From an optimization exercise on the open Yosys and OpenROAD flow, aimed at small area, a short achievable clock period and few clock cycles per item; shortcuts taken in it are not production practice. RTL that was checked went through simulation tests only; none was proved equivalent to the original. For runs 5 and 6, only the layout was checked, not whether the RTL still works. No activity file was given, so power comes from the tool's default toggle rates.

`flow/design.v`:
```
module cpu16_core #(
  parameter logic [11:0] RESET_PC = 12'h000
) (
  input  logic        CLOCK_50,
  input  logic        reset,
  input  logic [15:0] inst,
  output logic [11:0] pc,
  output logic        retire,
  output logic        halted,
  input  logic [3:0]  dbg_sel,
  output logic [15:0] dbg_data
);
  logic [15:0] regs [1:15];
  logic [15:1] vld;            
  logic [15:0] hi;
  logic [7:0]  plo;
  logic        running;       
  logic        mul2;          
  logic [11:0] dpc;           
  logic        ev, ewen, ebr, emul1, emul2, ehalt, eadd;
  logic [3:0]  eop, erd;
  logic [15:0] ea, eb;
  wire [3:0] op = inst[15:12];
  wire [3:0] aaddr = (op == 4'hB) ? inst[11:8] : inst[7:4];
  wire [3:0] baddr = halted ? dbg_sel : inst[3:0];
  logic [15:0] rfa, rfb, res, sum;
  logic        sub, lt;
  always_comb begin
    rfa = '0;
    rfb = '0;
    for (int i = 1; i < 16; i++) begin
      if (aaddr == 4'(i) && vld[i]) rfa = regs[i];
      if (baddr == 4'(i) && vld[i]) rfb = regs[i];
    end
  end
  assign dbg_data = rfb;
  wire e_taken = ebr && ea == 16'd0;
  wire [3:0] rc = inst[11:8];
  wire d_bz = op == 4'hB && rc != 4'd0;
  wire d_bz_fold = eadd && erd == rc;
  wire add_zero = ((ea ^ eb) ^ {ea[14:0] | eb[14:0], 1'b0}) == 16'd0;
  wire d_bz_taken = d_bz && d_bz_fold && add_zero;
  wire d_ok = running && !e_taken;
  wire d_mul1 = op == 4'h9 && !mul2;
  wire [15:0] a_v = (ewen && erd == aaddr) ? res : rfa;
  wire [15:0] b_r = (ewen && erd == inst[3:0]) ? res : rfb;
  logic [15:0] b_v;
  always_comb begin
    case (op)
      4'h6, 4'h7, 4'hB: b_v = {8'd0, inst[7:0]};
      4'h9:             b_v = mul2 ? {b_r[7:0], b_r[15:8]} : b_r;
      4'h8:             b_v = {12'd0, inst[3:0]};
      4'hD:             b_v = {{8{inst[7]}}, inst[7:0]};
      default:          b_v = b_r;
    endcase
  end
  wire d_wen = (op <= 4'hA || op == 4'hD) && inst[11:8] != 4'd0 && !d_mul1;
  always_comb begin
    if (reset)                                 pc = RESET_PC;
    else if (e_taken)                          pc = {4'h0, eb[7:0]};
    else if (!running || op == 4'hF || d_mul1) pc = dpc;
    else if (op == 4'hC)                       pc = inst[11:0];
    else if (op == 4'hB && (rc == 4'd0 || d_bz_taken)) pc = {4'h0, inst[7:0]};
    else                                       pc = dpc + 12'd1;
  end
  wire [7:0]  mb = eb[7:0];    
  wire [15:0] macc = emul2 ? hi : 16'd0;
  wire [23:0] prod = ea * mb + {8'd0, macc};
  assign sub = eop == 4'h1 || eop == 4'h5;
  assign sum = ea + (sub ? ~eb : eb) + {15'd0, sub};
  assign lt = (ea[15] ^ eb[15]) ? ea[15] : sum[15];
  wire        shr = eop == 4'h7;
  logic [15:0] sh_in, sh, sh_rev;
  always_comb begin
    for (int i = 0; i < 16; i++) sh_in[i] = shr ? ea[15 - i] : ea[i];
    sh = sh_in << eb[3:0];
    for (int i = 0; i < 16; i++) sh_rev[i] = sh[15 - i];
  end
  always_comb begin
    case (eop)
      4'h0, 4'h1, 4'h8: res = sum;
      4'h2:       res = ea & eb;
      4'h3:       res = ea | eb;
      4'h4:       res = ea ^ eb;
      4'h5:       res = {15'd0, lt};
      4'h6:       res = sh;
      4'h7:       res = sh_rev;
      4'h9:       res = {prod[7:0], plo};
      4'hA:       res = hi;
      default:    res = eb;
    endcase
  end
  assign retire = ev;
  always_ff @(posedge CLOCK_50) begin
    if (reset) begin
      running <= 1'b1;
      mul2    <= 1'b0;
      dpc     <= RESET_PC;
      ev      <= 1'b0;
      ewen    <= 1'b0;
      ebr     <= 1'b0;
      eadd    <= 1'b0;
      emul1   <= 1'b0;
      emul2   <= 1'b0;
      ehalt   <= 1'b0;
      halted  <= 1'b0;
      hi      <= '0;
    end else begin
      dpc   <= pc;
      ev    <= d_ok && !d_mul1;
      ewen  <= d_ok && d_wen;
      ebr   <= d_ok && d_bz && !d_bz_fold;
      eadd  <= d_ok && d_wen && (op == 4'h0 || op == 4'h8);
      emul1 <= d_ok && d_mul1;
      emul2 <= d_ok && op == 4'h9 && mul2;
      ehalt <= d_ok && op == 4'hF;
      if (d_ok) mul2 <= d_mul1;
      if (d_ok && op == 4'hF) running <= 1'b0;
      if (emul1 || emul2) hi <= prod[23:8];
      if (ehalt) halted <= 1'b1;
    end
  end
  always_ff @(posedge CLOCK_50) begin
    eop <= op;
    erd <= inst[11:8];
    ea  <= a_v;
    eb  <= b_v;
    if (emul1) plo <= prod[7:0];
  end
  always_ff @(posedge CLOCK_50) begin
    for (int i = 1; i < 16; i++) begin
      if (ewen && erd == 4'(i)) regs[i] <= res;
      if (reset) vld[i] <= 1'b0;
      else if (ewen && erd == 4'(i)) vld[i] <= 1'b1;
    end
  end
endmodule
```
`flow/standard.sh`:
```
#!/bin/bash
# synth_recipe.tcl (not shown) runs the flow's synth.tcl, then flattens the netlist and writes it again
# the make line also repeats each setting of config.mk as NAME=value (left out here)
make -C /OpenROAD-flow-scripts/flow DESIGN_CONFIG=/design/flow/config.mk WORK_HOME=/design/flow/orfs CLKGATE_MAP_FILE= SYNTH_SCRIPT=/design/flow/synth_recipe.tcl "${@:-finish}"
```
`flow/flow/run.sh`:
```
#!/bin/bash
# The standard layout (standard.sh, unchanged steps and settings), except that the port
# buffers are buf_2 cells instead of the delay buffers buffer_ports picks by default.
set -euo pipefail
export BUFFER_PORTS_ARGS="-buffer_cell sky130_fd_sc_hd__buf_2"
bash standard.sh > standard.log 2>&1
```
`flow/config.mk`:
```
export PLATFORM = sky130hd
export DESIGN_NAME = cpu16_core
export DESIGN_NICKNAME = cpu16_core
export VERILOG_FILES = /design/flow/design.v
export SDC_FILE = /design/flow/constraint.sdc
export NUM_CORES = 4
export LEC_CHECK = 0
export CAP_MARGIN = 20
export CORE_MARGIN = 2
export CORE_UTILIZATION = 40
export CTS_CLUSTER_DIAMETER = 80
export CTS_CLUSTER_SIZE = 25
export SETUP_SLACK_MARGIN = 4.0
export SLEW_MARGIN = 20
export TNS_END_PERCENT = 0
```
`flow/constraint.sdc`:
```
create_clock -name core_clock -period 10.0 [get_ports {CLOCK_50}]
set_input_delay 2.0000 -clock core_clock [delete_from_list [all_inputs] [get_ports {CLOCK_50}]]
set_output_delay 2.0000 -clock core_clock [all_outputs]
set_load 0.01 [all_outputs]
```
==> summary.txt, run 1 <==
Run status
  • Status: finished clean

Pwr
  • PD cells: 115 mW/mm2
  • Psw: 0.865 mW
  • Total internal power: ~2.1 mW
  • Clock share of power: 34.7%
  • Combinational share of power: between 10% and 20%
  • Sw Share: about 29%
  • Worst VDD drop: roughly 0.17 mV
  • Flop pwr share: between 50% and 60%
  • Leak pwr: roughly 9.8 nW

Global route
  • Global route total overflow: 0
  • Vias in the first global route: approximately 20000
  • Gr usage total: about 30%
  • Largest net degree at the start of global routing: 52
  • First-pass GRT wire length: between 100000 and 150000 um
  • Initial antenna violation count: 1

Placement
  • Setup slack at placement: approximately 2900 ps
  • GP Congestion: 1.07
  • Port bufs: between 50 and 60
  • HPWL Detailed: just over 60000 um
  • DP Cell Count: 3038

Synthesis
  • Synth top area share: between 30 and 40%
  • Yosys warns: 2
  • Mapped Nets: about 2500
  • Gate Count Post-Synth: 2294
  • Top post-synthesis cells by area: edfxtp_1 33%, fa_1 8.9%, dfxtp_1 8.2%
  • Post-Syn Area per Cell: roughly 9.9 um2
  • Post-synth design cell area: 0.0228 mm2
  • #FFs+latches synth: ~340
  • Top_reg_cell synth: edfxtp_1
  • Post-synth EDFFs: approximately 250
  • Netlist cell types: a little over 80
  • Sequential element share of the synthesized area: about two fifths
  • Cell accounting for the most synthesized area: edfxtp_1
  • Async SR Flop Fraction: 0%

Min path
  • HP Start: ehalt
  • Hold path depth: 2
  • Hold endpoint: halted
  • Hold WC Path Type: reg -> reg

Floorplan
  • Core Box Area: ~0.056 mm2
  • DIE AREA: 0.0590 mm2
  • Row cnt: between 80 and 90
  • Die Wd: approximately 240 um
  • Initial Util: between 40% and 50%
  • I/O pins: 52
  • Die Y: around 240 um

Routing
  • DRC violations left: 0
  • Total Routed Length: 90800 um
  • Final ANT Viol Nets: 0
  • Via count: around 20000
  • Avg WL per Cell: between 20 and 30 um
  • DR iter-0 viols: between 2000 and 3000
  • Avg Vias per Cell: 6.45
  • DR pass1 iterations: 9

Job
  • Max_cap viols: 0

Setup path
  • Startpoint Class: primary input
  • CP cell instances: buf_6, or3b_4, a221oi_2, buf_4, a21oi_1, o21ai_0, o21ai_1, a211oi_2, buf_2
  • WS Path Type: in -> out
  • Worst Path Required: 8000 ps
  • Critical path arrival: between 4000 and 5000 ps
  • Register-to-Register Path Depth: 20
  • CP top delay family: compound AO/OA/AOI/OAI gates
  • CP bufs+invs: 3
  • Slowest CP cell: or3b_4
  • Worst reg2reg startpoint: eb[2]
  • Reg-to-reg setup timing slack: 4270 ps
  • Reg-to-reg critical path endpoint: hi[11]
  • CP max stage delay: 460 ps
  • Setup crit end kind: primary output
  • Worst Path Max Fanout: 10

Cells and area
  • Share of layout cells above drive strength 1: 15.6%
  • Area growth from synthesis to layout: 14.6%
  • Finished Layout Cells: around 3200
  • Most frequent cells in the layout: 248 x edfxtp_1, 237 x nand2_1, 220 x nor2_1
  • Commonest non-fill, non-tap cell in the layout: edfxtp_1
  • Nets: 2593
  • Util after Layout: ~46%

CTS
  • Clock Latency Late Sink: ~620 ps
  • CTS tree: yes
  • Clock slew at reported path FFs: approximately 90 ps
  • Clock Sinks: between 300 and 400
  • Num CTS Buffers: 22
  • H-tree lvl count: 1
  • Clock tree buffer depth: 3
  • Clock Root Buffer: clkbuf_16

STA
  • Slew of the pin with the lowest slew margin: 1130 ps
  • Max Slew Vio Count: 0
  • Setup violators final: 0
  • Final worst-path cycle share: about three fifths
  • Final Worst Setup Slack: about 3900 ps
  • Hold_ws: approximately 450 ps
  • RSZ-0062 raised after global routing: yes
  • Slew headroom: between 20% and 30%
  • Setup TNS: 0 ps
  • FMAX: about 0.16 GHz
  • Final Hold Fails: 0
  • Fin crit period: 6120 ps
  • Clock Skews: approximately 63 ps
## layout make-up
class	count	area, um2
Tap cell	756	946
Clock inverter	12	184
Antenna cell	1	2.50
Multi-Input combinational cell	1627	12800
Clock buffer	28	604
Inverter	180	688
Timing Repair Buffer	207	1620
Sequential cell	341	9320
Fill cell	5395	30200
## power by group through the flow
stage	logic, mW	registers, mW	clock network [mW]
finish	0.382	1.58	1.04
global route	0.404	1.58	1.10
CTS	0.364	1.58	1.06
detailed placement	0.349	1.61	0
global placement	0.344	1.61	0
floorplan	0.219	1.60	0
## cell usage after synthesis (22+ instances only)
master,n
a222oi_1,36
nor2_1,234
nand2_1,240
o22ai_1,53
nor3_1,36
fa_1,101
o21ai_0,43
buf_2,24
a22oi_1,70
mux2i_1,37
a31oi_1,25
a211oi_1,26
inv_1,178
nand3_1,52
ha_1,91
clkbuf_1,108
xor2_1,31
xnor2_1,42
edfxtp_1,248
dfxtp_1,93
nand2b_1,22
o211ai_1,28
a21oi_1,97
a221oi_1,53
## logic make-up (layout without fill, tap and decap cells)
kind of cell	count (synthesis)	after routing	synth area share [%]
buffers and inverters	327	427	5.61
other	0	1	0
xor gates and xnor gates	73	73	2.80
adders and majority gates	192	192	13.8
muxes	62	62	3.63
DFF	341	341	40.8
and+or+nand+nor	707	708	14.2
AOI/OAI and AO/OA	592	592	19.2
## worst register-to-register path, delay by kind of cell, from the launching register on
kind	cells	cell delay, ps
flip-flops	1	310
XOR/XNOR	1	140
adder cells (fa/ha/maj)	5	2260
AND/OR/NAND/NOR	4	720
buffers and inverters	5	760
AO/OA/AOI/OAI	5	1440
## metrics by stage
| stage | total power, mW | instance area (um2) |
|---|---|---|
| 2_1_floorplan | 1.82 | 22800 |
| 3_3_place_gp | 1.95 | 24200 |
| 3_5_place_dp | 1.96 | 24200 |
| 4_1_cts | 3.00 | 25600 |
| 5_1_grt | 3.09 | 26100 |
| 6_report | 3.01 | 26100 |
## registers in the layout, summed over array words and instances (netlist names)
signal and cells:
dpc 12, ea 16, eadd 1, eb 16
ebr 1, ehalt 1, emul1 1, emul2 1
eop 4, erd 4, ev 1, ewen 1
halted 1, hi 16, mul2 1, plo 8
regs 240, running 1, vld 15
## layer usage
metal  GRT usage, %  vias to the layer above  wire length, um
met5              0                        -                0
met4           15.6                        0             5970
met3           5.26                      329             7740
met2           49.4                     1245            42500
met1           36.8                    10100            34600
li1               -                     8693                -
## worst max-delay path by stage
stage	slack, ps	from	cells past startpoint	end
floorplan	3950	inst[0]	9	dbg_data[3]
global placement	2960	inst[0]	10	dbg_data[3]
detailed placement	2910	inst[0]	10	dbg_data[3]
CTS	3830	inst[1]	10	dbg_data[3]
global route	3790	inst[8]	13	pc[5]
finish	3880	inst[2]	9	dbg_data[8]
## repair_timing
action | 4_1_cts | 5_1_grt
buffers inserted | 42 | 25
pin swaps | 15 | 26
hold buffers | 0 | 0
gates resized for setup | 71 | 70
setup endpoints to repair | 28 | 51
gates cloned | 3 | 3
Testbench counts, summed over its fixed seeds: cycles 12,139, instrs 10,943.
==> run 2, diff against run 1 <==
--- a/flow/config.mk
+++ b/flow/config.mk
@@ -12,3 +12,4 @@
 export CTS_CLUSTER_SIZE = 25
-export SETUP_SLACK_MARGIN = 4.0
+export GPL_ROUTABILITY_DRIVEN = 0
+export SETUP_SLACK_MARGIN = 3.9
 export SLEW_MARGIN = 20
==> run 2 against run 1 <==
Against the previous run: synthesized cell count stayed put; global-route usage decreased by 1.9 points; clock power rose by 8%; critical path type unchanged.
==> summary.txt, run 2 <==
Floorplan
  • DIE AREA: 0.0590 mm2 (unchanged)
  • Core Box Area: 0.0564 mm2 (unchanged)
  • Die Y: 243 um (unchanged)
  • Initial Util: 40.5% (unchanged)
  • I/O pins: 52 (unchanged)
  • Row cnt: 87 (unchanged)
  • Die Wd: 243 um (unchanged)

Min path
  • Hold WC Path Type: reg -> reg (unchanged)
  • HP Start: ehalt (unchanged)
  • Hold path depth: 2 (unchanged)

Synthesis
  • Cell accounting for the most synthesized area: edfxtp_1 (unchanged)
  • Post-synth design cell area: 0.0228 mm2 (unchanged)
  • Post-Syn Area per Cell: 9.95 um2 (unchanged)
  • Netlist cell types: 82 (unchanged)
  • Most common cell in the netlist: edfxtp_1 (unchanged)
  • Yosys warns: 2 (unchanged)
  • Gate Count Post-Synth: 2294 (unchanged)
  • Mapped Nets: 2508 (unchanged)
  • Sequential element share of the synthesized area: 40.8% (unchanged)
  • Top post-synthesis cells by area: edfxtp_1 33%, fa_1 8.9%, dfxtp_1 8.2% (unchanged)
  • Synth top area share: 32.6% (unchanged)
  • Top_reg_cell synth: edfxtp_1 (unchanged)
  • Post-synth EDFFs: 248 (unchanged)
  • Async SR Flop Fraction: 0% (unchanged)
  • #FFs+latches synth: 341 (unchanged)
  • Most frequent cells after synthesis: 248 x edfxtp_1, 240 x nand2_1, 234 x nor2_1 (unchanged)

STA
  • Fin crit period: 6230 ps (was 6120 ps)
  • Slew headroom: 21.9% (was 24.7%)
  • Final Worst Setup Slack: 3770 ps (was 3880 ps)
  • Final Hold Fails: 0 (unchanged)
  • Final worst-path cycle share: 62.3% (was 61.2%)
  • Setup violators final: 0 (unchanged)
  • RSZ-0062 raised after global routing: yes (unchanged)
  • Slew of the pin with the lowest slew margin: 1170 ps (was 1130 ps)
  • Setup TNS: 0 ps (unchanged)
  • Hold_ws: 441 ps (was 449 ps)
  • FMAX: 0.161 GHz (was 0.163 GHz)
  • Max Slew Vio Count: 0 (unchanged)
  • Clock Skews: 30.7 ps (was 62.9 ps)

Routing
  • Avg Vias per Cell: 6.53 (was 6.45)
  • Avg WL per Cell: 27.2 um (was 28.8 um)
  • DR pass1 iterations: 8 (was 9)
  • Via count: 20400 (was 20300)
  • Final ANT Viol Nets: 0 (unchanged)
  • DRC violations left: 0 (unchanged)
  • Total Routed Length: 85100 um (was 90800 um)
  • DR iter-0 viols: 3011 (was 2512)

Setup path
  • CP bufs+invs: 4 (was 3)
  • CP Launch Point: inst[3] (was inst[2])
  • CP max stage delay: 450 ps (was 460 ps)
  • Critical path arrival: 4230 ps (was 4120 ps)
  • Register-to-Register Path Depth: 19 (was 20)
  • Crit path depth: 11 (was 9)
  • Worst reg2reg startpoint: eb[2] (unchanged)
  • WS Path Type: in -> out (unchanged)
  • Worst Path Max Fanout: 8 (was 10)
  • CP top delay family: simple AND/OR/NAND/NOR gates (was compound AO/OA/AOI/OAI gates)
  • Slowest CP cell: or3b_4 (unchanged)
  • CP cell instances: buf_6, or3b_4, a221oi_4, buf_6, buf_4, a22o_1, a221oi_1, nand4_1, nor2_1, nor3_4, buf_2 (was buf_6, or3b_4, a221oi_2, buf_4, a21oi_1, o21ai_0, o21ai_1, a211oi_2, buf_2)
  • Startpoint Class: primary input (unchanged)
  • Critical Path Most Common Cell: buf_6
  • Setup crit end kind: primary output (unchanged)
  • Worst Path Required: 8000 ps (about the same)

CTS
  • CTS tree: yes (unchanged)
  • Num CTS Buffers: 23 (was 22)
  • Clock Root Buffer: clkbuf_16 (unchanged)
  • Clock Sinks: 341 (unchanged)
  • H-tree lvl count: 1 (unchanged)
  • Clock slew at reported path FFs: 90 ps (about the same)
  • Clock tree buffer depth: 3 (unchanged)
  • Hold buffer count at cts: 0 (unchanged)
  • Clock Latency Late Sink: 600 ps (was 620 ps)

Cells and area
  • Antenna cells: 0 (was 1)
  • Nets: 2570 (was 2593)
  • Share of layout cells above drive strength 1: 14.2% (was 15.6%)
  • Most frequent cells in the layout: 248 x edfxtp_1, 237 x nand2_1, 224 x nor2_1 (was 248 x edfxtp_1, 237 x nand2_1, 220 x nor2_1)
  • Max reg flops: 240 (unchanged)
  • Most flop-heavy register: regs (unchanged)
  • Commonest non-fill, non-tap cell in the layout: edfxtp_1 (unchanged)
  • Finished Layout Cells: 3129 (was 3152)
  • Util after Layout: 45.9% (was 46.4%)
  • Area growth from synthesis to layout: 13.3% (was 14.6%)

Global route
  • Global route total overflow: 0 (unchanged)
  • Vias in the first global route: 19700 (about the same)
  • Largest net degree at the start of global routing: 52 (unchanged)
  • Initial antenna violation count: 0 (was 1)
  • First-pass GRT wire length: 125000 um (was 131000 um)
  • Gr usage total: 27.7% (was 29.7%)

Run status
  • Status: finished clean (unchanged)

Placement
  • DP Cell Count: 3033 (was 3038)
  • Setup slack at placement: 2880 ps (was 2910 ps)
  • HPWL Detailed: 58400 um (was 61900 um)
  • Port bufs: 51 (unchanged)

Pwr
  • PD cells: 118 mW/mm2 (was 115 mW/mm2)
  • Worst VDD drop: 0.139 mV (was 0.175 mV)
  • Leak pwr: 9.69 nW (was 9.82 nW)

Job
  • Max_cap viols: 0 (unchanged)
run 2: path summary, 6_finish.rpt:
path / endpoint / slack (ps)
hold reg to reg: halted / 440
hold / removal: halted / 440
setup / recovery: dbg_data[5] / 3770
setup reg to reg: hi[15] / 4350
run 2: cell families (layout without fill, tap and decap cells):
family	count (synthesis)	in the layout	share of synthesized area, %
buf+inv	327	405	5.61
fa+ha+maj	192	192	13.8
flops	341	341	40.8
xor+xnor	73	73	2.80
simple gates	707	708	14.2
compound gates	592	592	19.2
mux	62	62	3.63
run 2: power breakdown:
group	internal, mW	leakage, nW	switching [mW]	total, mW
Sequential	1.55	3.03	0.0268	1.58
Combinational	0.117	6.25	0.250	0.367
Clock	0.534	0.411	0.582	1.12
Total	2.20	9.69	0.858	3.06
run 2: metrics by stage:
step | cell area, um2 | total power [mW]
finish | 25900 | 3.06
global route | 25900 | 3.14
CTS | 25500 | 3.05
detailed placement | 24100 | 1.95
global placement | 24100 | 1.94
floorplan | 22800 | 1.82
run 2: cell type report:
class                      instances  area, um2
fill                            5308      30500
tap                              756        946
clock inverter                    12        226
clock buffer                      30        623
sequential                       341       9330
multi-input combinational       1627      12700
inverter                         180        684
timing repair buffer             183       1380
run 2: per-layer routing:
layer | part of all wire, % | wire, um | track usage (%) | up-vias
li1 | - | - | - | 8635
met1 | 37 | 31600 | 35.7 | 9842
met2 | 45 | 38500 | 44.2 | 1553
met3 | 11 | 9150 | 4.60 | 389
met4 | 6.9 | 5860 | 16.1 | 0
met5 | 0 | 0 | 0 | -
run 2: tightest hold or removal path, cell delays in order, from the launching register on:
cell and delay (ps):
dfxtp_1 320, nor2_1 40, nor2_1 70
run 2: timing repair:
action / in CTS / in global routing
pin swaps: 12 / 11
resized for setup: 59 / 45
endpoints found under the setup margin: 28 / 28
setup buffers: 32 / 18
cloned: 2 / 2
==> run 3, diff against run 2 <==
==> flow/run.sh (new file) <==
#!/bin/bash
# synth_recipe.tcl (not shown) runs the flow's synth.tcl, then flattens the netlist and writes it again
# the make line also repeats each setting of config.mk as NAME=value (left out here)
make -C /OpenROAD-flow-scripts/flow DESIGN_CONFIG=/design/flow/config.mk WORK_HOME=/design/flow/orfs CLKGATE_MAP_FILE= SYNTH_SCRIPT=/design/flow/synth_recipe.tcl finish
--- a/flow/config.mk
+++ b/flow/config.mk
@@ -12,5 +12,3 @@
 export CTS_CLUSTER_SIZE = 25
-export GPL_ROUTABILITY_DRIVEN = 0
 export SETUP_SLACK_MARGIN = 3.9
 export SLEW_MARGIN = 20
-export TNS_END_PERCENT = 0
removed: flow/flow/run.sh
removed: flow/standard.sh
==> run 3 against run 2 <==
Against the previous run: still clean; clock power about the same; utilization is 2.4 points higher; sequential cell count unchanged; cell area grew 5.2%; hold slack better by 25 ps; synthesized cell count unchanged; final cell count grew 2.9%; via count up 1.3%; sequential share of layout area decreased by 1.8 points; sequential power about the same; first-iteration DRC count shrank 12%; highest routed layer is now met5.
==> summary.txt, run 3 <==
STA
  • RSZ-0062 raised after global routing: yes (unchanged)
  • Setup violators final: 0 (unchanged)
  • Final Hold Fails: 0 (unchanged)
  • Setup TNS: 0 ps (unchanged)
  • FMAX: 0.162 GHz (was 0.161 GHz)
  • Slew headroom: 26.9% (was 21.9%)
  • Max Slew Vio Count: 0 (unchanged)
  • Final worst-path cycle share: 61.9% (was 62.3%)
  • Clock Skews: 41.4 ps (was 30.7 ps)
  • Fin crit period: 6190 ps (was 6230 ps)
  • Slew of the pin with the lowest slew margin: 1090 ps (was 1170 ps)

CTS
  • CTS tree: yes (unchanged)
  • Clock tree buffer depth: 3 (unchanged)
  • Clock Latency Late Sink: 620 ps (was 600 ps)
  • H-tree lvl count: 1 (unchanged)
  • Hold buffer count at cts: 0 (unchanged)
  • Clock slew at reported path FFs: 90 ps (about the same)
  • Num CTS Buffers: 23 (unchanged)
  • Clock Sinks: 341 (unchanged)
  • Clock Root Buffer: clkbuf_16 (unchanged)

Placement
  • GP Congestion: ~1.0
  • DP Area: 0.0245 mm2 (was 0.0241 mm2)
  • HPWL Detailed: 65700 um (was 58400 um)
  • Port bufs: 51 (unchanged)

Cells and area
  • Fill cells: 5252 (was 5308)
  • Area growth from synthesis to layout: 19.2% (was 13.3%)
  • Share of layout cells above drive strength 1: 18.3% (was 14.2%)
  • Max reg flops: 240 (unchanged)
  • Fin area: 0.0272 mm2 (was 0.0259 mm2)
  • Reg area: 0.00933 mm2 (about the same)
  • Most frequent cells in the layout: 248 x edfxtp_1, 235 x nand2_1, 217 x nor2_1 (was 248 x edfxtp_1, 237 x nand2_1, 224 x nor2_1)
  • Most flop-heavy register: regs (unchanged)
  • Antenna cells: 0 (unchanged)
  • Multi-input gate area: 0.0129 mm2 (was 0.0127 mm2)
  • Commonest non-fill, non-tap cell in the layout: edfxtp_1 (unchanged)
  • Nets: 2661 (was 2570)

Synthesis
  • Mapped Nets: 2508 (unchanged)
  • Post-synth design cell area: 0.0228 mm2 (unchanged)
  • Synth top area share: 32.6% (unchanged)
  • Top post-synthesis cells by area: edfxtp_1 33%, fa_1 8.9%, dfxtp_1 8.2% (unchanged)
  • Most frequent cells after synthesis: 248 x edfxtp_1, 240 x nand2_1, 234 x nor2_1 (unchanged)
  • Cell accounting for the most synthesized area: edfxtp_1 (unchanged)
  • Gate Count Post-Synth: 2294 (unchanged)
  • Netlist cell types: 82 (unchanged)
  • Yosys warns: 2 (unchanged)
  • Sequential element share of the synthesized area: 40.8% (unchanged)
  • Async SR Flop Fraction: 0% (unchanged)
  • Post-Syn Area per Cell: 9.95 um2 (unchanged)
  • Most common cell in the netlist: edfxtp_1 (unchanged)
  • #FFs+latches synth: 341 (unchanged)
  • Post-synth EDFFs: 248 (unchanged)
  • Top_reg_cell synth: edfxtp_1 (unchanged)

Setup path
  • Critical Path Most Common Cell: buf_6 (unchanged)
  • CP cell instances: buf_8, or3b_4, buf_6, a221oi_4, buf_6, buf_4, a221oi_2, nand4_1, nor2_4, nor3_4, buf_2 (was buf_6, or3b_4, a221oi_4, buf_6, buf_4, a22o_1, a221oi_1, nand4_1, nor2_1, nor3_4, buf_2)
  • Worst Path Max Fanout: 8 (unchanged)
  • Critical path arrival: 4190 ps (was 4230 ps)
  • Slowest CP cell: or3b_4 (unchanged)
  • CP top delay family: simple AND/OR/NAND/NOR gates (unchanged)
  • CP max stage delay: 430 ps (was 450 ps)
  • Worst Path Required: 8000 ps (about the same)
  • Startpoint Class: primary input (unchanged)
  • CP bufs+invs: 5 (was 4)
  • WS Path Type: in -> out (unchanged)
  • Setup crit end kind: primary output (unchanged)

Floorplan
  • DIE AREA: 0.0590 mm2 (unchanged)
  • Initial Util: 40.5% (unchanged)
  • Row cnt: 87 (unchanged)
  • Die Wd: 243 um (unchanged)
  • Core Box Area: 0.0564 mm2 (unchanged)
  • Die Y: 243 um (unchanged)
  • I/O pins: 52 (unchanged)

Routing
  • Total Routed Length: 95500 um (was 85100 um)
  • DR pass1 iterations: 9 (was 8)
  • Avg Vias per Cell: 6.42 (was 6.53)
  • Avg WL per Cell: 29.7 um (was 27.2 um)
  • DRC violations left: 0 (unchanged)
  • DR iter-0 viols: 2653 (was 3011)
  • Final ANT Viol Nets: 0 (unchanged)
  • Via count: 20700 (was 20400)

Global route
  • Global route total overflow: 0 (unchanged)
  • Gr usage total: 31.4% (was 27.7%)
  • First-pass GRT wire length: 137000 um (was 125000 um)
  • Vias in the first global route: 20200 (was 19700)
  • Largest net degree at the start of global routing: 52 (unchanged)
  • Initial antenna violation count: 1 (was 0)

Pwr
  • PD cells: 114 mW/mm2 (was 118 mW/mm2)
  • Leak pwr: 10.3 nW (was 9.69 nW)
  • Worst VDD drop: 0.168 mV (was 0.139 mV)
  • Total design power: 3.09 mW (was 3.06 mW)

Job
  • Max_cap viols: 0 (unchanged)

Min path
  • Hold WC Path Type: reg -> reg (unchanged)

Run status
  • Status: finished clean (unchanged)
-- run 3: cell counts after synthesis --
No cell type changed its count.
-- run 3: cell families (layout without fill, tap and decap cells) --
group           after synthesis  in the layout  share of synthesized area (%)
simple gates                707            707                           14.2
compound gates              592            592                           19.2
flops                       341            341                           40.8
buf+inv                     327            497                           5.61
fa+ha+maj                   192            192                           13.8
xor+xnor                     73             73                           2.80
mux                          62             62                           3.63
-- run 3: per-layer routing --
metal	wire, um	vias up	global-route usage [%]
li1	-	8807	-
met1	35900	10100	38.8
met2	45200	1361	53.2
met3	7760	361	4.02
met4	6620	2	17.0
met5	8	-	0
-- run 3: area by class of cell --
| class | instances | share of cell area [%] |
|---|---|---|
| Clock inverter | 14 | 0.865 |
| Inverter | 180 | 2.63 |
| Multi-Input combinational cell | 1626 | 47.5 |
| Clock buffer | 28 | 2.19 |
| Tap cell | 756 | 3.48 |
| Sequential cell | 341 | 34.3 |
| Timing Repair Buffer | 275 | 9.00 |
-- run 3: tightest hold or removal path, delay by kind of cell, from the launching register on --
kind / cells / cell delay, ps
AND/OR/NAND/NOR: 2 / 110
flip-flops: 1 / 320
-- run 3: through the flow --
| step | util [%] | std cells | hold WS (ps) | worst slack, ps |
|---|---|---|---|---|
| after floorplan | - | 2294 | 411 | 3930 |
| after global placement | 43.5 | 3048 | 424 | 2130 |
| after detailed placement | 43.5 | 3048 | 431 | 2080 |
| after CTS | 47.4 | 3193 | 464 | 3860 |
| after global routing | 48.2 | 3220 | 515 | 3810 |
| final | 48.2 | 3220 | 465 | 3810 |
-- run 3: final timing paths --
| kind | endpoint | slack (ps) | from | cells past startpoint |
|---|---|---|---|---|
| max reg2reg | hi[15] | 4280 | eb[0] | 20 |
| max | dbg_data[3] | 3810 | inst[3] | 11 |
| min reg2reg | halted | 470 | ehalt | 2 |
| min | halted | 470 | ehalt | 2 |
-- run 3: repair_timing --
action	CTS	global route
gates resized for setup	302	70
setup buffers	98	25
setup endpoints to repair	28	29
cloned	5	2
pin swaps	46	36
-- run 3: power breakdown --
group,internal (mW),switching [mW]
clock network,0.495,0.597
registers,1.55,0.0293
logic,0.143,0.272
==> run 4, diff against run 3 <==
--- a/flow/config.mk
+++ b/flow/config.mk
@@ -14 +14,2 @@
 export SLEW_MARGIN = 20
+export TNS_END_PERCENT = 0
==> run 4 against run 3 <==
Against the previous run: synthesized cell count is the same; critical path type unchanged; still clean on timing, DRC and antenna; cell area shrank 2.0%; die area is the same; critical path depth grew 1.
==> summary.txt, run 4 <==
Run status
  • Status: finished clean (unchanged)

Routing
  • Via count: 20500 (was 20700)
  • Total Routed Length: 94600 um (was 95500 um)
  • DR iter-0 viols: 2454 (was 2653)
  • DR pass1 iterations: 9 (unchanged)
  • Avg Vias per Cell: 6.43 (was 6.42)
  • Final ANT Viol Nets: 0 (unchanged)
  • Avg WL per Cell: 29.7 um (about the same)
  • DRC violations left: 0 (unchanged)

Setup path
  • CP Launch Point: inst[2] (was inst[3])
  • Critical path arrival: 4300 ps (was 4190 ps)
  • Startpoint Class: primary input (unchanged)
  • Worst Path Required: 8000 ps (about the same)
  • Worst reg2reg startpoint: emul2 (was eb[0])
  • WS Path Type: in -> out (unchanged)
  • Worst Path Max Fanout: 8 (unchanged)
  • Setup crit end kind: primary output (unchanged)

Pwr
  • Leak pwr: 10.0 nW (was 10.3 nW)
  • Combinational share of power: 13.1% (was 13.4%)
  • PD cells: 116 mW/mm2 (was 114 mW/mm2)
  • Clock share of power: 35.5% (was 35.3%)
  • Psw: 0.896 mW (was 0.899 mW)
  • Flop pwr share: 51.4% (was 51.2%)
  • Total internal power: 2.18 mW (was 2.19 mW)
  • Sw Share: 29.1% (about the same)
  • Worst VDD drop: 0.168 mV (about the same)

Global route
  • Global route total overflow: 0 (unchanged)
  • Vias in the first global route: 20100 (was 20200)
  • Largest net degree at the start of global routing: 52 (unchanged)
  • First-pass GRT wire length: 136000 um (was 137000 um)
  • Initial antenna violation count: 0 (was 1)
  • Gr usage total: 31.1% (was 31.4%)

Placement
  • Port bufs: 51 (unchanged)
  • HPWL Detailed: 65700 um (unchanged)
  • DP Area: 0.0245 mm2 (unchanged)
  • Setup slack at placement: 2080 ps (unchanged)
  • GP Congestion: 1.02 (unchanged)

Cells and area
  • Area growth from synthesis to layout: 16.8% (was 19.2%)
  • Max reg flops: 240 (unchanged)
  • Most flop-heavy register: regs (unchanged)
  • Fin area: 0.0266 mm2 (was 0.0272 mm2)
  • Util after Layout: 47.3% (was 48.2%)
  • Commonest non-fill, non-tap cell in the layout: edfxtp_1 (unchanged)
  • Antenna cells: 0 (unchanged)
  • Most frequent cells in the layout: 248 x edfxtp_1, 235 x nand2_1, 221 x nor2_1 (was 248 x edfxtp_1, 235 x nand2_1, 217 x nor2_1)
  • Nets: 2631 (was 2661)
  • Share of layout cells above drive strength 1: 16.1% (was 18.3%)

Synthesis
  • Post-synth design cell area: 0.0228 mm2 (unchanged)
  • Netlist cell types: 82 (unchanged)
  • Yosys warns: 2 (unchanged)
  • Most frequent cells after synthesis: 248 x edfxtp_1, 240 x nand2_1, 234 x nor2_1 (unchanged)
  • Gate Count Post-Synth: 2294 (unchanged)
  • Most common cell in the netlist: edfxtp_1 (unchanged)
  • Post-Syn Area per Cell: 9.95 um2 (unchanged)
  • Mapped Nets: 2508 (unchanged)
  • Sequential element share of the synthesized area: 40.8% (unchanged)
  • Post-synth EDFFs: 248 (unchanged)
  • Async SR Flop Fraction: 0% (unchanged)
  • Top_reg_cell synth: edfxtp_1 (unchanged)
  • Cell accounting for the most synthesized area: edfxtp_1 (unchanged)
  • Synth top area share: 32.6% (unchanged)
  • #FFs+latches synth: 341 (unchanged)
  • Top post-synthesis cells by area: edfxtp_1 33%, fa_1 8.9%, dfxtp_1 8.2% (unchanged)

CTS
  • Clock slew at reported path FFs: 90 ps (about the same)
  • Hold buffer count at cts: 0 (unchanged)
  • H-tree lvl count: 1 (unchanged)
  • Clock Latency Late Sink: 620 ps (about the same)
  • Clock Root Buffer: clkbuf_16 (unchanged)
  • Clock tree buffer depth: 3 (unchanged)
  • Clock Sinks: 341 (unchanged)
  • CTS tree: yes (unchanged)
  • Num CTS Buffers: 23 (unchanged)

STA
  • Final Worst Setup Slack: 3700 ps (was 3810 ps)
  • Clock Skews: 45.8 ps (was 41.4 ps)
  • Slew headroom: 27.8% (was 26.9%)
  • Fin crit period: 6300 ps (was 6190 ps)
  • RSZ-0062 raised after global routing: yes (unchanged)
  • Setup violators final: 0 (unchanged)
  • Max Slew Vio Count: 0 (unchanged)
  • FMAX: 0.159 GHz (was 0.162 GHz)
  • Setup TNS: 0 ps (unchanged)
  • Final Hold Fails: 0 (unchanged)
  • Final worst-path cycle share: 63.0% (was 61.9%)
  • Slew of the pin with the lowest slew margin: 1080 ps (was 1090 ps)

Min path
  • Hold WC Path Type: reg -> reg (unchanged)
  • HP Start: ehalt (unchanged)

Floorplan
  • Core Box Area: 0.0564 mm2 (unchanged)
  • I/O pins: 52 (unchanged)
  • DIE AREA: 0.0590 mm2 (unchanged)
  • Die Y: 243 um (unchanged)
  • Initial Util: 40.5% (unchanged)
  • Row cnt: 87 (unchanged)
  • Die Wd: 243 um (unchanged)

Job
  • Max_cap viols: 0 (unchanged)
[run 4: worst paths after layout]
path | end | slack (ps) | cells after the start
worst max register to register | hi[15] | 4020 | 18
worst min register to register | halted | 460 | 2
worst max-delay path | dbg_data[3] | 3700 | 12
worst min-delay path | halted | 460 | 2
[run 4: kinds of logic (layout without fill, tap and decap cells)]
kind of cell / Yosys count / count (layout) / synth area share, %
buf+inv: 327 / 467 / 5.61
xor+xnor: 73 / 73 / 2.80
simple gates: 707 / 707 / 14.2
fa+ha+maj: 192 / 192 / 13.8
mux: 62 / 62 / 3.63
compound gates: 592 / 592 / 19.2
flops: 341 / 341 / 40.8
[run 4: critical path: stages]
cell      delay, ps
buf_2           190
or3b_4          470
a221oi_4        360
buf_6           180
buf_12          110
buf_4            90
a22o_1          110
a221oi_1         50
nand4_1         140
nor2_2          100
nor3_4          290
buf_2           200
[run 4: per-stage QoR]
stage	power, mW	std cells	hold WS [ps]
final	3.08	3190	463
after floorplan	1.82	2294	411
after global placement	1.98	3048	424
after detailed placement	1.98	3048	431
after CTS	3.07	3168	464
after global routing	3.16	3190	515
[run 4: power groups by stage]
stage,logic [mW],registers [mW],clock network [mW]
after detailed placement,0.368,1.61,0
after global routing,0.426,1.58,1.15
after CTS,0.384,1.58,1.11
after global placement,0.364,1.61,0
final,0.403,1.58,1.09
after floorplan,0.219,1.60,0
[run 4: final cells by class]
class	count	area, um2
Fill cell	5318	29700
Multi-Input combinational cell	1626	12800
Sequential cell	341	9320
Timing Repair Buffer	245	2070
Tap cell	756	946
Inverter	180	706
Clock buffer	28	594
Clock inverter	14	235
[run 4: repair_timing]
| item | in CTS | in global routing |
|---|---|---|
| gates resized for setup | 211 | 48 |
| endpoints found under the setup margin | 28 | 33 |
| pin swaps | 33 | 17 |
| gates cloned | 4 | 1 |
| setup buffers | 74 | 21 |
[run 4: per-layer routing]
layer | global-route usage, % | vias up | wire length [um]
met5 | 0 | - | 0
met4 | 17.0 | 0 | 6480
met3 | 3.90 | 329 | 7460
li1 | - | 8738 | -
met2 | 52.9 | 1297 | 45000
met1 | 38.4 | 10100 | 35700
==> run 5, diff against run 4 <==
--- a/flow/design.v
+++ b/flow/design.v
@@ -19,3 +19,3 @@
   logic [11:0] dpc;           
-  logic        ev, ewen, ebr, emul1, emul2, ehalt, eadd;
+  logic        ev, ewen, ebr, emul1, emul2, ehalt, eadd, eslt;
   logic [3:0]  eop, erd;
@@ -39,5 +39,5 @@
   wire d_bz = op == 4'hB && rc != 4'd0;
-  wire d_bz_fold = eadd && erd == rc;
+  wire d_bz_fold = (eadd || eslt) && erd == rc;
   wire add_zero = ((ea ^ eb) ^ {ea[14:0] | eb[14:0], 1'b0}) == 16'd0;
-  wire d_bz_taken = d_bz && d_bz_fold && add_zero;
+  wire d_bz_taken = d_bz && d_bz_fold && (eslt ? !lt : add_zero);
   wire d_ok = running && !e_taken;
@@ -102,2 +102,3 @@
       eadd    <= 1'b0;
+      eslt    <= 1'b0;
       emul1   <= 1'b0;
@@ -113,2 +114,3 @@
       eadd  <= d_ok && d_wen && (op == 4'h0 || op == 4'h8);
+      eslt  <= d_ok && d_wen && op == 4'h5;
       emul1 <= d_ok && d_mul1;
--- a/flow/config.mk
+++ b/flow/config.mk
@@ -14,2 +14 @@
 export SLEW_MARGIN = 20
-export TNS_END_PERCENT = 0
==> run 5 against run 4 <==
Against the previous run: clock-buffer cell count rose by 1; routed wire length decreased by 2.5%; final cell count increased by 1.7%; synthesized area up 0.27%; clock power about the same; clock skew up 3.4 ps; sequential power barely moved; critical path type is now reg -> out; largest cell class unchanged; highest routed layer unchanged.
==> summary.txt, run 5 <==
CTS
  • Clock tree buffer depth: 3 (unchanged)
  • Num CTS Buffers: 24 (was 23)
  • H-tree lvl count: 1 (unchanged)
  • Clock Latency Late Sink: 630 ps (was 620 ps)
  • Hold buffer count at cts: 0 (unchanged)
  • Clock Root Buffer: clkbuf_16 (unchanged)
  • Clock Sinks: 342 (was 341)
  • CTS tree: yes (unchanged)
  • Clock slew at reported path FFs: 90 ps (about the same)

Cells and area
  • Antenna cells: 0 (unchanged)
  • Most frequent cells in the layout: 248 x edfxtp_1, 239 x nand2_1, 203 x buf_4 (was 248 x edfxtp_1, 235 x nand2_1, 221 x nor2_1)
  • Commonest non-fill, non-tap cell in the layout: edfxtp_1 (unchanged)
  • Max reg flops: 240 (unchanged)
  • Most flop-heavy register: regs (unchanged)
  • Nets: 2683 (was 2631)
  • Share of layout cells above drive strength 1: 20.7% (was 16.1%)
  • Area growth from synthesis to layout: 21.0% (was 16.8%)
  • Util after Layout: 49.0% (was 47.3%)

Synthesis
  • Mapped Nets: 2487 (was 2508)
  • Post-synthesis mux area share: 3.34% (was 3.63%)
  • Top_reg_cell synth: edfxtp_1 (unchanged)
  • Adder-cell share of the synthesized area: 13.8% (about the same)
  • Compound-cell area share of the yosys netlist: 19.4% (was 19.2%)
  • Post-synth design cell area: 0.0229 mm2 (was 0.0228 mm2)
  • Most common cell in the netlist: nand2_1 (was edfxtp_1)
  • Top post-synthesis cells by area: edfxtp_1 33%, fa_1 8.8%, dfxtp_1 8.2% (was edfxtp_1 33%, fa_1 8.9%, dfxtp_1 8.2%)
  • Cell accounting for the most synthesized area: edfxtp_1 (unchanged)
  • Post-Synth Simple-Gate Area: 14.2% (about the same)
  • Largest family of logic cells by synthesized area: compound AO/OA/AOI/OAI gates (unchanged)
  • Sequential element share of the synthesized area: 40.8% (about the same)
  • Gate Count Post-Synth: 2273 (was 2294)
  • Async SR Flop Fraction: 0% (unchanged)
  • Post-Syn Area per Cell: 10.1 um2 (was 9.95 um2)
  • Post-synth EDFFs: 248 (unchanged)
  • #FFs+latches synth: 342 (was 341)
  • Most frequent cells after synthesis: 250 x nand2_1, 248 x edfxtp_1, 188 x nor2_1 (was 248 x edfxtp_1, 240 x nand2_1, 234 x nor2_1)
  • Yosys warns: 2 (unchanged)
  • Netlist cell types: 92 (was 82)
  • Synth Area in XOR/XNOR: 2.76% (was 2.80%)
  • Synth top area share: 32.5% (was 32.6%)

Floorplan
  • Initial Util: 40.5% (about the same)
  • DIE AREA: 0.0591 mm2 (was 0.0590 mm2)
  • Die Wd: 243 um (about the same)
  • I/O pins: 52 (unchanged)
  • Core Box Area: 0.0565 mm2 (was 0.0564 mm2)
  • Row cnt: 87 (unchanged)
  • Die Y: 243 um (about the same)

Placement
  • Setup slack at placement: 1980 ps (was 2080 ps)
  • Port bufs: 51 (unchanged)
  • HPWL Detailed: 64000 um (was 65700 um)
  • GP Congestion: 1.00 (was 1.02)

STA
  • Setup TNS: 0 ps (unchanged)
  • Hold_ws: 453 ps (was 463 ps)
  • Slew of the pin with the lowest slew margin: 1080 ps (about the same)
  • Max Slew Vio Count: 0 (unchanged)
  • Final Hold Fails: 0 (unchanged)
  • Slew headroom: 27.9% (was 27.8%)
  • Clock Skews: 49.1 ps (was 45.8 ps)
  • Final worst-path cycle share: 64.9% (was 63.0%)
  • FMAX: 0.154 GHz (was 0.159 GHz)
  • Final Worst Setup Slack: 3510 ps (was 3700 ps)
  • RSZ-0062 raised after global routing: yes (unchanged)
  • Fin crit period: 6490 ps (was 6300 ps)
  • Setup violators final: 0 (unchanged)

Routing
  • Top sig layer: met4 (unchanged)
  • Final ANT Viol Nets: 0 (unchanged)
  • DRC violations left: 0 (unchanged)
  • Met1 WL: 36000 um (was 35700 um)
  • Via count: 20600 (was 20500)
  • Avg WL per Cell: 28.4 um (was 29.7 um)
  • Total Routed Length: 92300 um (was 94600 um)
  • DR WL met2: 44000 um (was 45000 um)
  • DR iter-0 viols: 2542 (was 2454)
  • Met3 Wirelength: 7490 um (was 7460 um)
  • DR pass1 iterations: 8 (was 9)
  • Avg Vias per Cell: 6.34 (was 6.43)

Setup path
  • Setup crit end kind: primary output (unchanged)
  • WS Path Type: reg -> out (was in -> out)
  • Critical Path Most Common Cell: buf_12 (was buf_2)
  • Worst Path Max Fanout: 7 (was 8)
  • Critical path arrival: 4490 ps (was 4300 ps)
  • Slowest CP cell: a221o_2 (was or3b_4)
  • CP Launch Point: eop[1] (was inst[2])
  • Worst Path Required: 8000 ps (about the same)
  • CP max stage delay: 410 ps (was 470 ps)
  • Worst reg2reg startpoint: eop[1] (was emul2)
  • Startpoint Class: flip-flop (was primary input)
  • CP cell instances: buf_12, nand2b_4, nor2_4, buf_12, xnor2_4, ha_1, a21o_2, a21oi_2, o31ai_4, o31a_1, a221o_2, mux2i_4, o21ai_4, buf_4, a21oi_4, buf_12, mux2i_4, o22ai_1, buf_2 (was buf_2, or3b_4, a221oi_4, buf_6, buf_12, buf_4, a22o_1, a221oi_1, nand4_1, nor2_2, nor3_4, buf_2)

Pwr
  • Worst VDD drop: 0.192 mV (was 0.168 mV)
  • PD cells: 115 mW/mm2 (was 116 mW/mm2)
  • Leak pwr: 10.8 nW (was 10.0 nW)

Global route
  • First-pass GRT wire length: 134000 um (was 136000 um)
  • Global route total overflow: 0 (unchanged)
  • Gr usage total: 30.2% (was 31.1%)
  • Initial antenna violation count: 0 (unchanged)
  • Vias in the first global route: 20100 (about the same)
  • Largest net degree at the start of global routing: 41 (was 52)

Min path
  • HP Start: ehalt (unchanged)
  • Hold WC Path Type: reg -> reg (unchanged)

Run status
  • Status: finished clean (unchanged)

Job
  • Max_cap viols: 0 (unchanged)
[run 5: metal layers]
metal / global-route usage, % / vias up
met4: 13.6 / 0
met1: 39.1 / 10300
met5: 0 / -
met2: 50.1 / 1206
li1: - / 8837
met3: 4.17 / 239
[run 5: critical path: cells and delay by family, from the launching register on]
| kind | cells | cell delay, ps |
|---|---|---|
| AOI/OAI and AO/OA | 8 | 1510 |
| xor gates and xnor gates | 1 | 120 |
| adders and majority gates | 1 | 260 |
| buffers and inverters | 5 | 790 |
| DFF | 1 | 360 |
| muxes | 2 | 540 |
| and+or+nand+nor | 2 | 290 |
[run 5: area by class of cell]
type / instances / area (um2)
Clock buffer: 29 / 619
Clock inverter: 15 / 241
Fill cell: 5160 / 28800
Inverter: 185 / 698
Multi-Input combinational cell: 1610 / 13100
Sequential cell: 342 / 9350
Tap cell: 756 / 946
Timing Repair Buffer: 306 / 2740
[run 5: worst paths after layout]
kind / to / slack [ps] / cells past startpoint
hold reg to reg: halted / 450 / 2
setup reg to reg: dpc[0] / 3530 / 41
setup / recovery: pc[1] / 3510 / 19
hold / removal: halted / 450 / 2
[run 5: cell families (layout without fill, tap and decap cells)]
logic type	Yosys count	count (layout)
compound gates	586	586
mux	63	63
fa+ha+maj	192	192
simple gates	694	697
xor+xnor	72	72
buf+inv	324	535
flops	342	342
[run 5: repair_timing]
action                                  4_1_cts  5_1_grt
setup buffers                               139       40
gates cloned                                  5        1
endpoints found under the hold margin         0        0
pin swaps                                    69       65
gates resized for setup                     297      124
endpoints found under the setup margin       30       32
[run 5: report_power, final]
part | switching [mW] | internal (mW)
clock network | 0.614 | 0.491
logic | 0.306 | 0.190
registers | 0.0321 | 1.56
total | 0.952 | 2.24
[run 5: per-stage QoR]
stage	cells	total power, mW	instance area [um2]
after floorplan	2273	1.86	22900
after global placement	3014	2.01	24300
after detailed placement	3014	2.02	24300
after CTS	3202	3.17	26900
after global routing	3243	3.29	27700
final	3243	3.19	27700
==> run 6, diff against run 5 <==
--- a/flow/design.v
+++ b/flow/design.v
@@ -14,2 +14,3 @@
   logic [15:1] vld;            
+  logic [15:1] nz;             
   logic [15:0] hi;
@@ -19,3 +20,3 @@
   logic [11:0] dpc;           
-  logic        ev, ewen, ebr, emul1, emul2, ehalt, eadd, eslt;
+  logic        ev, ewen, ebr, emul1, emul2, ehalt;
   logic [3:0]  eop, erd;
@@ -25,4 +26,3 @@
   wire [3:0] baddr = halted ? dbg_sel : inst[3:0];
-  logic [15:0] rfa, rfb, res, sum;
-  logic        sub, lt;
+  logic [15:0] rfa, rfb, res;
   always_comb begin
@@ -39,5 +39,11 @@
   wire d_bz = op == 4'hB && rc != 4'd0;
-  wire d_bz_fold = (eadd || eslt) && erd == rc;
-  wire add_zero = ((ea ^ eb) ^ {ea[14:0] | eb[14:0], 1'b0}) == 16'd0;
-  wire d_bz_taken = d_bz && d_bz_fold && (eslt ? !lt : add_zero);
+  wire e_hit = ewen && erd == rc;
+  wire d_bz_late = e_hit && emul2;
+  logic nz_rc;
+  always_comb begin
+    nz_rc = 1'b0;
+    for (int i = 1; i < 16; i++) if (rc == 4'(i)) nz_rc = nz[i];
+  end
+  wire d_zero = e_hit ? res_fast == 16'd0 : !nz_rc;
+  wire d_bz_taken = d_bz && !d_bz_late && d_zero;
   wire d_ok = running && !e_taken;
@@ -50,3 +56,2 @@
       4'h6, 4'h7, 4'hB: b_v = {8'd0, inst[7:0]};
-      4'h9:             b_v = mul2 ? {b_r[7:0], b_r[15:8]} : b_r;
       4'h8:             b_v = {12'd0, inst[3:0]};
@@ -65,8 +70,8 @@
   end
-  wire [7:0]  mb = eb[7:0];    
+  wire [7:0]  mb = emul2 ? eb[15:8] : eb[7:0];
   wire [15:0] macc = emul2 ? hi : 16'd0;
   wire [23:0] prod = ea * mb + {8'd0, macc};
-  assign sub = eop == 4'h1 || eop == 4'h5;
-  assign sum = ea + (sub ? ~eb : eb) + {15'd0, sub};
-  assign lt = (ea[15] ^ eb[15]) ? ea[15] : sum[15];
+  wire        sub = eop == 4'h1 || eop == 4'h5;
+  wire [15:0] sum = ea + (sub ? ~eb : eb) + {15'd0, sub};
+  wire        lt = (ea[15] ^ eb[15]) ? ea[15] : sum[15];
   wire        shr = eop == 4'h7;
@@ -78,14 +83,16 @@
   end
+  logic [15:0] res_fast;
+  assign res = emul2 ? {prod[7:0], plo} : res_fast;
+  wire res_nz = emul2 ? (prod[7:0] != 8'd0 || plo != 8'd0) : res_fast != 16'd0;
   always_comb begin
     case (eop)
-      4'h0, 4'h1, 4'h8: res = sum;
-      4'h2:       res = ea & eb;
-      4'h3:       res = ea | eb;
-      4'h4:       res = ea ^ eb;
-      4'h5:       res = {15'd0, lt};
-      4'h6:       res = sh;
-      4'h7:       res = sh_rev;
-      4'h9:       res = {prod[7:0], plo};
-      4'hA:       res = hi;
-      default:    res = eb;
+      4'h0, 4'h1, 4'h8: res_fast = sum;
+      4'h2:       res_fast = ea & eb;
+      4'h3:       res_fast = ea | eb;
+      4'h4:       res_fast = ea ^ eb;
+      4'h5:       res_fast = {15'd0, lt};
+      4'h6:       res_fast = sh;
+      4'h7:       res_fast = sh_rev;
+      4'hA:       res_fast = hi;
+      default:    res_fast = eb;
     endcase
@@ -101,4 +108,2 @@
       ebr     <= 1'b0;
-      eadd    <= 1'b0;
-      eslt    <= 1'b0;
       emul1   <= 1'b0;
@@ -112,5 +117,3 @@
       ewen  <= d_ok && d_wen;
-      ebr   <= d_ok && d_bz && !d_bz_fold;
-      eadd  <= d_ok && d_wen && (op == 4'h0 || op == 4'h8);
-      eslt  <= d_ok && d_wen && op == 4'h5;
+      ebr   <= d_ok && d_bz && d_bz_late;
       emul1 <= d_ok && d_mul1;
@@ -134,4 +137,9 @@
       if (ewen && erd == 4'(i)) regs[i] <= res;
-      if (reset) vld[i] <= 1'b0;
-      else if (ewen && erd == 4'(i)) vld[i] <= 1'b1;
+      if (reset) begin
+        vld[i] <= 1'b0;
+        nz[i]  <= 1'b0;
+      end else if (ewen && erd == 4'(i)) begin
+        vld[i] <= 1'b1;
+        nz[i]  <= res_nz;
+      end
     end
--- a/flow/config.mk
+++ b/flow/config.mk
@@ -10,5 +10,3 @@
 export CORE_UTILIZATION = 40
-export CTS_CLUSTER_DIAMETER = 80
-export CTS_CLUSTER_SIZE = 25
-export SETUP_SLACK_MARGIN = 3.9
+export SETUP_SLACK_MARGIN = 4.5
 export SLEW_MARGIN = 20
==> run 6 against run 5 <==
Against the previous run: synthesized area increased by 1.0%; total power rose by 16%; largest cell class unchanged; utilization rose by 1.2 points; register-to-register slack better by 790 ps; via count increased by 2.5%; combinational power up 5.2%.
==> summary.txt, run 6 <==
Cells and area
  • Share of layout cells above drive strength 1: 21.9% (was 20.7%)
  • Fin area: 0.0288 mm2 (was 0.0277 mm2)
  • Most flop-heavy register: regs (unchanged)
  • Most frequent cells in the layout: 259 x nand2_1, 248 x edfxtp_1, 188 x nor2_1 (was 248 x edfxtp_1, 239 x nand2_1, 203 x buf_4)
  • Nets: 2745 (was 2683)
  • Fill cells: 5111 (was 5160)
  • Multi-input gate area: 0.0135 mm2 (was 0.0131 mm2)
  • Commonest non-fill, non-tap cell in the layout: nand2_1 (was edfxtp_1)
  • Reg area: 0.00962 mm2 (was 0.00935 mm2)
  • Util after Layout: 50.2% (was 49.0%)
  • Area growth from synthesis to layout: 24.5% (was 21.0%)
  • Max reg flops: 240 (unchanged)

Synthesis
  • Top_reg_cell synth: edfxtp_1 (unchanged)
  • Post-Syn Area per Cell: 9.71 um2 (was 10.1 um2)
  • Most common cell in the netlist: nand2_1 (unchanged)
  • Mapped Nets: 2595 (was 2487)
  • Yosys warns: 2 (unchanged)
  • Netlist cell types: 87 (was 92)
  • Gate Count Post-Synth: 2381 (was 2273)
  • Most frequent cells after synthesis: 263 x nand2_1, 248 x edfxtp_1, 200 x nor2_1 (was 250 x nand2_1, 248 x edfxtp_1, 188 x nor2_1)
  • Post-synth design cell area: 0.0231 mm2 (was 0.0229 mm2)
  • #FFs+latches synth: 355 (was 342)
  • Top post-synthesis cells by area: edfxtp_1 32%, dfxtp_1 9.3%, fa_1 8.7% (was edfxtp_1 33%, fa_1 8.8%, dfxtp_1 8.2%)
  • Sequential element share of the synthesized area: 41.5% (was 40.8%)
  • Post-synth EDFFs: 248 (unchanged)
  • Cell accounting for the most synthesized area: edfxtp_1 (unchanged)
  • Async SR Flop Fraction: 0% (unchanged)
  • Synth top area share: 32.2% (was 32.5%)

Global route
  • Largest net degree at the start of global routing: 64 (was 41)
  • Gr usage total: 29.4% (was 30.2%)
  • Initial antenna violation count: 4 (was 0)
  • First-pass GRT wire length: 131000 um (was 134000 um)
  • Global route total overflow: 0 (unchanged)
  • Vias in the first global route: 20400 (was 20100)

Floorplan
  • DIE AREA: 0.0597 mm2 (was 0.0591 mm2)
  • Core Box Area: 0.0574 mm2 (was 0.0565 mm2)
  • I/O pins: 52 (unchanged)
  • Initial Util: 40.3% (was 40.5%)
  • Die Y: 244 um (was 243 um)
  • Die Wd: 244 um (was 243 um)
  • Row cnt: 88 (was 87)

Run status
  • Status: finished clean (unchanged)

CTS
  • Hold buffer count at cts: 0 (unchanged)
  • H-tree lvl count: 2 (was 1)
  • Clock Latency Late Sink: 600 ps (was 630 ps)
  • CTS tree: yes (unchanged)
  • Clock tree buffer depth: 3 (unchanged)
  • Clock slew at reported path FFs: 60 ps (was 90 ps)
  • Clock Sinks: 355 (was 342)
  • Clock Root Buffer: clkbuf_16 (unchanged)
  • Num CTS Buffers: 40 (was 24)

STA
  • Final Hold Fails: 0 (unchanged)
  • Setup violators final: 0 (unchanged)
  • FMAX: 0.139 GHz (was 0.154 GHz)
  • Hold_ws: 460 ps (was 453 ps)
  • Slew headroom: 29.3% (was 27.9%)
  • Fin crit period: 7190 ps (was 6490 ps)
  • Slew of the pin with the lowest slew margin: 1040 ps (was 1080 ps)
  • Max Slew Vio Count: 0 (unchanged)
  • RSZ-0062 raised after global routing: yes (unchanged)
  • Setup TNS: 0 ps (unchanged)
  • Clock Skews: 35.1 ps (was 49.1 ps)
  • Final worst-path cycle share: 71.9% (was 64.9%)

Setup path
  • Reg-to-reg setup timing slack: 4320 ps (was 3530 ps)
  • WS Path Type: reg -> out (unchanged)
  • Worst Path Required: 8000 ps (about the same)
  • Worst Path Max Fanout: 6 (was 7)
  • Setup crit end kind: primary output (unchanged)
  • Startpoint Class: flip-flop (unchanged)
  • Critical path arrival: 5190 ps (was 4490 ps)

Routing
  • Total Routed Length: 90300 um (was 92300 um)
  • DRC violations left: 0 (unchanged)
  • Final ANT Viol Nets: 0 (unchanged)
  • Avg WL per Cell: 27.1 um (was 28.4 um)
  • Avg Vias per Cell: 6.33 (was 6.34)
  • Via count: 21100 (was 20600)
  • DR iter-0 viols: 2810 (was 2542)
  • DR pass1 iterations: 7 (was 8)

Pwr
  • Combinational share of power: 14.1% (was 15.5%)
  • Total internal power: 2.71 mW (was 2.24 mW)
  • PD cells: 129 mW/mm2 (was 115 mW/mm2)
  • Leak pwr: 10.8 nW (about the same)
  • Sw Share: 27.0% (was 29.8%)
  • Worst VDD drop: 0.142 mV (was 0.192 mV)
  • Clock share of power: 41.5% (was 34.6%)
  • Psw: 1.00 mW (was 0.952 mW)
  • Flop pwr share: 44.4% (was 49.9%)

Placement
  • GP Congestion: 0.997 (was 1.00)
  • Port bufs: 51 (unchanged)
  • DP Area: 0.0246 mm2 (was 0.0243 mm2)
  • HPWL Detailed: 57600 um (was 64000 um)

Min path
  • Hold WC Path Type: reg -> reg (unchanged)

Job
  • Max_cap viols: 0 (unchanged)
[run 6: logic make-up after synthesis]
family | share of synthesized area, %
and+or+nand+nor | 14.9
AOI/OAI and AO/OA | 19.1
DFF | 41.5
adders and majority gates | 13.7
buffers and inverters | 5.65
muxes | 3.15
xor gates and xnor gates | 2.08
[run 6: per-layer routing]
metal	global-route usage (%)	part of all wire [%]
met1	38.4	39
met2	46.4	45
met3	5.77	9.9
met4	15.2	5.8
met5	0	0.045
[run 6: worst paths after layout]
check,from,endpoint,cells past startpoint
min,ehalt,halted,2
max reg2reg,eb[1],hi[13],25
max,eop[3],pc[3],19
min reg2reg,ehalt,halted,2
[run 6: per-stage QoR]
step                      instances  setup slack [ps]  total power [mW]
after detailed placement       3089              1730              2.09
after CTS                      3252              2900              3.67
final                          3328              2810              3.71
after global routing           3327              2670              3.80
after floorplan                2381              3880              1.93
after global placement         3089              1960              2.09
[run 6: power by group through the flow]
stage	logic (mW)	clock network, mW	registers, mW
2_1_floorplan	0.265	0	1.66
3_3_place_gp	0.406	0	1.68
3_5_place_dp	0.409	0	1.68
4_1_cts	0.475	1.55	1.65
5_1_grt	0.553	1.60	1.65
6_report	0.523	1.54	1.65
[run 6: final cells by class]
class                   count  area share [%]
clock inverters            18           0.682
diodes                      1         0.00869
multi-input cells        1692            47.1
well taps                 765            3.33
clock buffers              55            4.03
repair buffers            267            9.08
inverters                 175            2.38
flip-flops and latches    355            33.4
[run 6: timing repair]
| item | CTS | global route |
|---|---|---|
| gates resized for setup | 223 | 224 |
| pin swaps | 52 | 114 |
| buffers inserted | 82 | 73 |
| cloned | 8 | 2 |
| endpoints found under the setup margin | 120 | 57 |
[run 6: worst max-delay path, stage by stage, from the launching register on]
cell and delay (ps):
dfxtp_4 350, buf_12 120, or3b_4 470, xnor2_4 190
fa_2 350, a21o_1 230, a221oi_4 260, buf_4 170
xnor2_2 90, a2111oi_2 350, o211ai_1 200, a2111o_1 360
nor4b_4 260, and4bb_4 310, o21ai_4 100, buf_6 160
buf_6 110, and3_4 170, nor4_4 190, buf_2 170

## separate check: timing with driven ports
In the flow no input, the clock included, has a driving cell. The finished layouts below were timed again as built, in two steps.
Step 1 sets driving cells, clkbuf_16 on the clock port and buf_2 on the other inputs (assumed; they add their load-dependent delay and slew).
Step 2 also shifts input and output timing later by t, the mid clock arrival at the registers, as if the neighbouring blocks saw the same clock.
Slacks: ideal / step 1 / step 2; pairs: ideal / step 1.
run | t (ns) | slack for setup (ns) | hold slack, ns | worst setup path at the end | worst slew at a driven data input, ns
run 1 | 0.651 | 3.880 / 3.840 / 3.840 | 0.449 / 0.449 / 0.449 | input to output | 0.04
run 2 | 0.649 | 3.772 / 3.732 / 3.732 | 0.441 / 0.441 / 0.441 | input to output | 0.04
run 3 | 0.663 | 3.810 / 3.756 / 3.756 | 0.465 / 0.465 / 0.465 | input to output | 0.06
run 4 | 0.657 | 3.701 / 3.679 / 3.679 | 0.463 / 0.463 / 0.463 | input to output | 0.04
run 5 | 0.661 | 3.510 / 3.450 / 3.285 | 0.453 / 0.453 / 0.453 | input to register | 0.06
run 6 | 0.631 | 2.805 / 2.752 / 2.955 | 0.460 / 0.460 / 0.460 | input to output | 0.06
After both steps setup and hold are still met in every run listed. For run 5, which loses most, drivers alone change the setup slack by -0.060 ns; drivers and shift together by -0.225 ns.
